This design comes from an exercise in tuning for small area, a short achievable clock period and few clock cycles per item on the open sky130 flow, not from production work.
Where RTL was checked, it was by simulation tests only, not by an equivalence proof against the original.
No activity file was given, so power comes from the tool's default toggle rates.

## v49
// running_mean_variance_stats
module running_mean_variance_stats (
    input  logic        aclk,
    input  logic        aresetn,
    input  logic        cfg_valid,
    output logic        cfg_ready,
    input  logic [47:0] cfg_data,
    input  logic        s_tvalid,
    output logic        s_tready,
    input  logic [31:0] s_tdata,    
    input  logic        s_tuser,    
    output logic        m_tvalid,
    input  logic        m_tready,
    output logic [119:0] m_tdata
);
export LEC_CHECK = 0
export CAP_MARGIN = 10
export CORE_MARGIN = 2
export CORE_UTILIZATION = 40
export CTS_BUF_LIST = sky130_fd_sc_hd__clkbuf_16
export CTS_CLUSTER_DIAMETER = 100
export CTS_CLUSTER_SIZE = 24
export SETUP_SLACK_MARGIN = 5
export SLEW_MARGIN = 10
create_clock -name core_clock -period 10.0 [get_ports {aclk}]
run.sh (not shown) runs the stock make flow with config.mk's settings and CLKGATE_MAP_FILE= SYNTH_SCRIPT=/design/flow/synth_recipe.tcl, a recipe that flattens the netlist after the stock synthesis.
v49 completed; timing, DRC and antenna clean
Testbench counts of v49, summed over its fixed seeds: cycles 48,282, items 2,048.
Edits applied to the flow inputs when going from v49 to v6:
# v49
export LEC_CHECK = 0
export CAP_MARGIN = 10
export CORE_MARGIN = 2
export CORE_UTILIZATION = 40
export CTS_BUF_LIST = sky130_fd_sc_hd__clkbuf_16
export CTS_CLUSTER_DIAMETER = 100
export CTS_CLUSTER_SIZE = 24
export SETUP_SLACK_MARGIN = 5
export SLEW_MARGIN = 10
create_clock -name core_clock -period 10.0 [get_ports {aclk}]
# v6
export LEC_CHECK = 0
export CAP_MARGIN = 20
export CORE_MARGIN = 2
export CORE_UTILIZATION = 40
export CTS_BUF_LIST = sky130_fd_sc_hd__clkbuf_8
export CTS_CLUSTER_SIZE = 24
export SETUP_SLACK_MARGIN = 5
export SLEW_MARGIN = 20
create_clock -name core_clock -period 10.0 [get_ports {aclk}]
Notes after the runs:
v6 | status: complete | timing, DRC, antenna: pass
Re synthesized cell count: no difference whatsoever between v49 and v6.
Compared v49 against v6; sum of negative setup slack within noise.
From v49 to v6 the numbers moved as follows: wire length per cell after detailed routing fell 0.83%; final cell count rose 161; count of plain and timing-repair buffers fell 19; synthesized area about even; power share of the combinational group fell 3.9 points.
--- input diff v6..v23 ---
# v6
export LEC_CHECK = 0
export CAP_MARGIN = 20
export CORE_MARGIN = 2
export CORE_UTILIZATION = 40
export CTS_BUF_LIST = sky130_fd_sc_hd__clkbuf_8
export CTS_CLUSTER_SIZE = 24
export SETUP_SLACK_MARGIN = 5
export SLEW_MARGIN = 20
create_clock -name core_clock -period 10.0 [get_ports {aclk}]
# v23
export LEC_CHECK = 0
export CAP_MARGIN = 20
export CORE_MARGIN = 2
export CORE_UTILIZATION = 40
export CTS_BUF_LIST = sky130_fd_sc_hd__clkbuf_16
export CTS_CLUSTER_DIAMETER = 100
export CTS_CLUSTER_SIZE = 24
export SETUP_SLACK_MARGIN = 5
export SLEW_MARGIN = 20
create_clock -name core_clock -period 10.0 [get_ports {aclk}]
- Final critical path time including I/O delays and setup, v6 and v23: lower on v23
- As far as total placed instance area goes, v23 and v6 are indistinguishable; the numbers are identical.
- In the flow results for v6 and v23, the buffer and inverter count on the worst path is smaller on v23.
- Taking v6 as the reference, in v23 clock-pin slew reported for the worst setup and hold paths after clock tree synthesis +0.04 ns; number of vias per cell after detailed routing went up 0.57%; total routed wirelength down 3.2 mm.
- v23 vs. v6: area added between synthesis and finish went down by 2.9 points.
- Against v6, v23 comes in 13% lower on detailed-routed wire length on met3.
- Looking at non-clock buffer count across v6 and v23, the one that comes out lower is v23.
Inputs modified between v23 and v27:
# v23
export LEC_CHECK = 0
export CAP_MARGIN = 20
export CORE_MARGIN = 2
export CORE_UTILIZATION = 40
export CTS_BUF_LIST = sky130_fd_sc_hd__clkbuf_16
export CTS_CLUSTER_DIAMETER = 100
export CTS_CLUSTER_SIZE = 24
export SETUP_SLACK_MARGIN = 5
export SLEW_MARGIN = 20
create_clock -name core_clock -period 10.0 [get_ports {aclk}]
# v27
export LEC_CHECK = 0
export CAP_MARGIN = 20
export CORE_MARGIN = 2
export CORE_UTILIZATION = 40
export CTS_BUF_LIST = sky130_fd_sc_hd__clkbuf_16
export CTS_CLUSTER_DIAMETER = 60
export CTS_CLUSTER_SIZE = 24
export SETUP_SLACK_MARGIN = 5
export SLEW_MARGIN = 20
create_clock -name core_clock -period 10.0 [get_ports {aclk}]
### Flow results
Summary of the comparison: clock latency of the later-clocked register in the worst-skew pair is higher in v27, relative to v23. The share of layout cells above drive strength 1 in v27 was higher than what v23 gave. Compound-cell area share of the yosys netlist: v23 vs v27 identical. met1 wire length was higher in v27 than in v23. Summary: final cell area excluding filler cells, v27 worse than v23. From v23 to v27 the numbers moved as follows: critical path data arrival time went up by 0.07 ns; wire length reported by the detailed router went up by about 1%; final worst slack went down by 0.050 ns; clock transition at the register clock pins on the worst setup and hold paths after CTS went down by 0.02 ns. v27 — sequential share of layout area 0.91 points lower, v23 as reference.
Modified inputs, v55 compared to v27
# v27
export LEC_CHECK = 0
export CAP_MARGIN = 20
export CORE_MARGIN = 2
export CORE_UTILIZATION = 40
export CTS_BUF_LIST = sky130_fd_sc_hd__clkbuf_16
export CTS_CLUSTER_DIAMETER = 60
export CTS_CLUSTER_SIZE = 24
export SETUP_SLACK_MARGIN = 5
export SLEW_MARGIN = 20
create_clock -name core_clock -period 10.0 [get_ports {aclk}]
# v55
export LEC_CHECK = 0
export CAP_MARGIN = 20
export CORE_MARGIN = 2
export CORE_UTILIZATION = 40
export CTS_BUF_LIST = sky130_fd_sc_hd__clkbuf_16
export CTS_CLUSTER_DIAMETER = 100
export CTS_CLUSTER_SIZE = 24
export PLACE_DENSITY = 0.75
export SETUP_SLACK_MARGIN = 5
export SLEW_MARGIN = 20
create_clock -name core_clock -period 10.0 [get_ports {aclk}]
Findings:
For post-synth design cell area, v27 and v55 come out practically identical. Est. power | v55 vs v27 | v55 lower. Part of the total power dissipated in combinational logic ends up lower on v27. Utilization: v55 vs v27 down 1.1 points. Between v27 and v55, total wire length after detailed routing is lower for v55, v27 comes in above that. Wire length of the first global-routing pass, v27 and v55: smaller value in v55. The sequential power of v55 and that of v27 are within noise of each other. Sort v27 and v55 by peak supply drop asc -> top: v27. In v55 relative to v27, number of non-clock buffers in the layout had gone up by a few percent.
[inputs] v35 vs v55
# v55
export LEC_CHECK = 0
export CAP_MARGIN = 20
export CORE_MARGIN = 2
export CORE_UTILIZATION = 40
export CTS_BUF_LIST = sky130_fd_sc_hd__clkbuf_16
export CTS_CLUSTER_DIAMETER = 100
export CTS_CLUSTER_SIZE = 24
export PLACE_DENSITY = 0.75
export SETUP_SLACK_MARGIN = 5
export SLEW_MARGIN = 20
create_clock -name core_clock -period 10.0 [get_ports {aclk}]
# v35
export LEC_CHECK = 0
export CAP_MARGIN = 20
export CORE_MARGIN = 2
export CORE_UTILIZATION = 40
export SETUP_SLACK_MARGIN = 5
export SLEW_MARGIN = 20
create_clock -name core_clock -period 10.0 [get_ports {aclk}]
==> run notes <==
- According to the power report, total power for v35 is higher than for v55.
- [diff] setup slack of the critical path after layout, v35 relative to v55: improvement
- Largest driver fanout on the critical path in v35 is 2 lower than in v55
- Taking v55 as the reference, in v35 met2 routing resource usage after global routing lost 0.21 points; basic-gate share of the synthesized area counting and, or, nand and nor cells neither gained nor lost much; design area picked up an extra 0.0015 mm^2.

running_mean_variance_stats, a different RTL version from the one above (not shown whole).
Size in the first run: about 6,900 cells after synthesis, about 55,000 um^2 of cells after synthesis.
Settings: LEC_CHECK=0, CAP_MARGIN=20, CORE_MARGIN=2, CORE_UTILIZATION=60, PLACE_DENSITY=0.7, SETUP_SLACK_MARGIN=5, SLEW_MARGIN=20; clock period 10.0 ns.
The baseline completed without violations.
Rerun with:
CORE_UTILIZATION = 40   (was 60)
PLACE_DENSITY = unset   (was 0.7)
After rerunning: First-iteration DRC count is lower by 11%; cell area is higher by 1.7%; register-to-register slack is better by 0.11 ns; setup slack is better by 0.016 ns; core utilization is lower by 22 points; final cell count is higher by 7.3%; routed wire length is higher by 3.8%; flip-flop and latch count stays the same; combinational power is about the same; non-clock buffer count is lower by 10.
Function was not checked in any run of this note: the RTL went through the layout flow alone.

Setup of job 2811:
The RTL this note starts from:
==> flow/design.v <==
package rmvs_pkg;
    localparam int FRAC_BITS = 16;
    localparam int CNT_W     = 32;
    localparam int VAL_W     = 32;
    localparam int SQ_W      = 64;
    localparam int BUSY_W    = 48;
    localparam int UTIL_W    = 17;
    localparam logic MODE_SAMPLE = 1'b0;
    localparam logic MODE_BUSY   = 1'b1;
endpackage
module running_mean_variance_stats (
    input  logic        aclk,
    input  logic        aresetn,
    input  logic        cfg_valid,
    output logic        cfg_ready,
    input  logic [47:0] cfg_data,
    input  logic        s_tvalid,
    output logic        s_tready,
    input  logic [31:0] s_tdata,    
    input  logic        s_tuser,    
    output logic        m_tvalid,
    input  logic        m_tready,
    output logic [119:0] m_tdata
);
    logic [31:0] n_reg, mean_reg;
    logic [63:0] s_reg;
    logic [47:0] busy_reg, total_reg;
    logic [31:0] sd_reg;           
    logic [16:0] util_reg;
    logic        pend_reg;         
    logic        stale_reg;        
    logic        xv_reg, xm_reg;
    logic [31:0] x_reg;
    logic        f_busy, f_neg, f_dbit, f_qbit, f_util;
    logic [5:0]  f_cnt;
    logic [31:0] f_rem, f_nq, f_d1;
    logic [63:0] f_acc;
    logic        r_busy, r_kz;
    logic [4:0]  r_cnt;
    logic [31:0] r_k;
    logic [63:0] r_rem, r_q;
    logic        u_run, u_done, u_isbusy, u_bit, u_tz;
    logic [4:0]  u_cnt;
    logic [47:0] u_rem;
    logic [16:0] u_q;
    logic        p_v, p_busy;      
    logic        h_v, h_busy;      
    logic [16:0] h_val;
    logic s_fire, c_fire, m_fire;
    assign s_tready  = !xv_reg;
    assign cfg_ready = !xv_reg && !u_run && !p_v;
    assign m_tvalid  = pend_reg && !r_busy;
    assign m_tdata   = {7'd0, util_reg, sd_reg, mean_reg, n_reg};
    assign s_fire = s_tvalid && s_tready;
    assign c_fire = cfg_valid && cfg_ready;
    assign m_fire = m_tvalid && m_tready;
    logic n_max;
    assign n_max = &n_reg;
    logic u_start;
    assign u_start = p_v && !u_run && !u_done;
    logic need_u;
    assign need_u = xm_reg || stale_reg;
    logic disp;
    assign disp = xv_reg && !f_busy && (!need_u || !p_v);
    logic [32:0] xm_diff;
    logic [31:0] mx_diff, d1_new;
    assign xm_diff = {1'b0, x_reg} - {1'b0, mean_reg};
    assign mx_diff = mean_reg - x_reg;
    assign d1_new  = xm_diff[32] ? mx_diff : xm_diff[31:0];
    logic [48:0] b_sum;
    logic [47:0] b_new;
    assign b_sum = {1'b0, busy_reg} + {17'd0, x_reg};
    assign b_new = b_sum[48] ? 48'hFFFF_FFFF_FFFF : b_sum[47:0];
    logic [32:0] f_sh;
    logic [34:0] f_dsum;
    logic [33:0] f_diff;
    logic        f_ge;
    assign f_sh   = {f_rem, f_nq[31]};
    assign f_dsum = {1'b0, f_sh, 1'b1} + {2'b11, ~n_reg, n_max};
    assign f_diff = f_dsum[34:1];
    assign f_ge   = !f_diff[33];
    logic [63:0] f_acc2, f_hor;
    assign f_acc2 = {f_acc[62:0], 1'b0};
    logic        f_sub;
    logic [63:0] f_add;
    assign f_sub = f_qbit && !f_dbit;
    assign f_add = (f_dbit ^ f_qbit) ? ({32'd0, f_d1} ^ {64{f_sub}}) : 64'd0;
    logic [64:0] f_hsum;
    assign f_hsum = {f_acc2, 1'b1} + {f_add, f_sub};
    assign f_hor  = f_hsum[64:1];
    logic [65:0] s_ca, s_cb, s_cc, s_cs, s_cy;
    logic [66:0] s_sum;
    logic [63:0] s_new;
    assign s_ca  = {2'b00, s_reg};
    assign s_cb  = {1'b0, f_acc2[63:0], 1'b0} >> 1;
    assign s_cc  = {{2{f_add[63]}}, f_add};
    assign s_cs  = s_ca ^ s_cb ^ s_cc;
    assign s_cy  = (s_ca & s_cb) | (s_ca & s_cc) | (s_cb & s_cc);
    assign s_sum = {s_cs, f_sub} + {s_cy[64:0], 1'b0, f_sub};
    assign s_new = s_sum[65] ? 64'hFFFF_FFFF_FFFF_FFFF : s_sum[64:1];
    logic [32:0] m_sum;
    logic [31:0] mean_new, n_new, k_new;
    assign m_sum    = {mean_reg, 1'b1} + {f_nq ^ {32{f_neg}}, f_neg};
    assign mean_new = m_sum[32:1];
    assign n_new    = n_max ? n_reg : n_reg + 32'd1;
    assign k_new    = n_max ? 32'hFFFF_FFFE : n_reg;
    logic f_fin;
    assign f_fin = f_busy && f_cnt[5];    
    logic commit_s;
    assign commit_s = f_fin && !pend_reg && !(h_v && h_busy) &&
                      !((u_run || u_done) && u_isbusy) && !(p_v && p_busy) &&
                      !(f_util && !h_v);
    logic commit_b;
    assign commit_b = h_v && h_busy && !pend_reg;
    logic h_pop;
    assign h_pop = commit_b || (commit_s && f_util);
    logic h_load;
    assign h_load = u_done && (!h_v || h_pop);
    logic [65:0] r_r4;
    logic [66:0] r_diff, r_ca, r_cb, r_cc, r_cs, r_cy;
    logic        r_b;
    assign r_r4   = {r_rem, s_reg[63:62]};
    assign r_ca   = {1'b0, r_r4};
    assign r_cb   = ~{1'b0, r_q, 2'b00};
    assign r_cc   = ~{35'd0, r_k};
    assign r_cs   = r_ca ^ r_cb ^ r_cc;
    assign r_cy   = (r_ca & r_cb) | (r_ca & r_cc) | (r_cb & r_cc);
    logic [67:0] r_dsum;
    assign r_dsum = {r_cs, 1'b1} + {r_cy[65:0], 1'b1, 1'b1};
    assign r_diff = r_dsum[67:1];
    assign r_b    = !r_diff[66] && !r_kz;
    logic [63:0] r_q2, r_qk;
    assign r_q2 = {r_q[62:0], 1'b0};
    assign r_qk = r_q2 + {32'd0, r_k};
    logic [48:0] u_sh;
    logic [49:0] u_diff;
    logic        u_ge;
    assign u_sh   = {u_rem, u_bit};
    assign u_diff = {1'b0, u_sh} - {2'b0, total_reg};
    assign u_ge   = !u_diff[49];
    logic [16:0] u_val;
    assign u_val = u_tz ? 17'd0 : (u_q[16] ? 17'h10000 : {1'b0, u_q[15:0]});
    always_ff @(posedge aclk) begin
        if (!aresetn) begin
            n_reg     <= '0;
            mean_reg  <= '0;
            s_reg     <= '0;
            busy_reg  <= '0;
            total_reg <= '0;
            sd_reg    <= '0;
            util_reg  <= '0;
            pend_reg  <= 1'b0;
            stale_reg <= 1'b0;
            xv_reg    <= 1'b0;
            f_busy    <= 1'b0;
            r_busy    <= 1'b0;
            u_run     <= 1'b0;
            u_done    <= 1'b0;
            h_v       <= 1'b0;
            p_v       <= 1'b0;
        end else begin
            if (s_fire) begin
                xv_reg <= 1'b1;
                x_reg  <= s_tdata;
                xm_reg <= s_tuser;
            end else if (disp) begin
                xv_reg <= 1'b0;
            end
            if (c_fire) begin
                total_reg <= cfg_data;
                stale_reg <= 1'b1;
            end else if (disp && need_u) begin
                stale_reg <= 1'b0;
            end
            if (disp) begin
                if (need_u) begin
                    p_v    <= 1'b1;
                    p_busy <= xm_reg;
                end
                if (xm_reg) begin
                    busy_reg <= b_new;
                end else begin
                    f_busy <= 1'b1;
                    f_util <= stale_reg;
                    f_cnt  <= 6'd0;
                    f_neg  <= xm_diff[32];
                    f_d1   <= d1_new;
                    f_nq   <= d1_new;
                    f_rem  <= '0;
                    f_acc  <= '0;
                    f_dbit <= 1'b0;
                    f_qbit <= 1'b0;
                end
            end
            if (f_busy && !f_cnt[5]) begin
                f_rem  <= f_ge ? f_diff[31:0] : f_sh[31:0];
                f_nq   <= {f_nq[30:0], f_ge};
                f_dbit <= f_nq[31];
                f_qbit <= f_ge;
                f_acc  <= f_hor;
                f_cnt  <= f_cnt + 6'd1;
            end
            if (u_start) begin
                p_v      <= 1'b0;
                u_run    <= 1'b1;
                u_isbusy <= p_busy;
                u_cnt    <= 5'd0;
                u_tz     <= (total_reg == 48'd0);
                u_rem    <= {1'b0, busy_reg[47:1]};
                u_bit    <= busy_reg[0];
            end
            if (u_run) begin
                u_rem <= u_ge ? u_diff[47:0] : u_sh[47:0];
                u_bit <= 1'b0;
                u_q   <= {u_q[15:0], u_ge};
                u_cnt <= u_cnt + 5'd1;
                if (u_cnt == 5'd16) begin
                    u_run  <= 1'b0;
                    u_done <= 1'b1;
                end
            end
            if (r_busy) begin
                r_rem  <= r_b ? r_diff[63:0] : r_r4[63:0];
                r_q    <= r_b ? r_qk : r_q2;
                sd_reg <= {sd_reg[30:0], r_b};
                s_reg  <= {s_reg[61:0], s_reg[63:62]};
                r_cnt  <= r_cnt + 5'd1;
                if (r_cnt == 5'd31) r_busy <= 1'b0;
            end
            if (h_load) begin
                h_v    <= 1'b1;
                h_busy <= u_isbusy;
                h_val  <= u_val;
                u_done <= 1'b0;
            end else if (h_pop) begin
                h_v    <= 1'b0;
            end
            if (commit_s) begin
                f_busy   <= 1'b0;
                n_reg    <= n_new;
                mean_reg <= mean_new;
                s_reg    <= s_new;
                pend_reg <= 1'b1;
                r_busy   <= 1'b1;
                r_cnt    <= 5'd0;
                r_k      <= k_new;
                r_kz     <= n_reg == 32'd0;
                r_rem    <= '0;
                r_q      <= '0;
                if (f_util) util_reg <= h_val;
            end else if (commit_b) begin
                util_reg <= h_val;
                pend_reg <= 1'b1;
            end else if (m_fire) begin
                pend_reg <= 1'b0;
            end
        end
    end
endmodule
export LEC_CHECK = 0
export CAP_MARGIN = 20
export CORE_MARGIN = 2
export CORE_UTILIZATION = 40
export SLEW_MARGIN = 20
create_clock -name core_clock -period 10.0 [get_ports {aclk}]
Job 2811: PASS, flow complete, no timing, DRC or antenna violations
Changes in job 9854 relative to job 2811:
- SETUP_SLACK_MARGIN: unset -> 5
Results
Job 9854 vs. job 2811: number of non-clock buffers in the layout moved up, number of standard cells in the final layout excluding fillers level.
In job 9854, global-route usage is higher than in job 2811.
The iteration-0 DRC count of the detailed router in job 9854 was higher than what job 2811 gave.
On final area, job 2811 beats job 9854.
No run of this note included a check of the RTL's function; only the layout flow was run.

[what the ideal ports hide]
In the flow no input, the clock included, has a driving cell. The finished layouts below were timed again as built, in two steps. Step 1: set_driving_cell puts a clkbuf_16 on aclk and a buf_2 on each other input, an assumption about the parent block. Step 2 moves the port delays by t, midway between the first and last clock arrival at a register: inputs arrive t later, outputs are due t later. That takes back most of the time a late clock gives input paths. Slacks: ideal ports / drivers / drivers and shift; pairs: ideal ports / drivers.
run	shift t [ns]	setup WS [ns]	clock arrival spread, ns	worst slew at a driven data input, ns
v49	0.733	5.051 / 5.051 / 4.877	0.052 / 0.052	0.05
v6	0.917	5.122 / 5.122 / 4.883	0.039 / 0.039	0.05
v23	0.740	5.195 / 5.195 / 4.907	0.051 / 0.051	0.05
v27	0.774	5.145 / 5.145 / 4.867	0.056 / 0.056	0.05
v55	0.732	5.078 / 5.078 / 5.007	0.046 / 0.046	0.05
v35	0.788	5.105 / 5.105 / 4.866	0.053 / 0.053	0.05
the first run of note 2	0.730	5.019 / 5.070 / 4.340	0.031 / 0.032	0.12
the second run of note 2	0.773	5.035 / 5.044 / 4.312	0.058 / 0.058	0.10
job 2811	0.774	3.502 / 3.502 / 3.502	0.045 / 0.045	0.09
job 9854	0.792	5.155 / 5.155 / 5.155	0.037 / 0.036	0.11
After both steps every run listed still meets setup and hold. The setup slack of the second run of note 2, which loses most, moves by +0.009 ns with the drivers and by -0.723 ns with both steps.
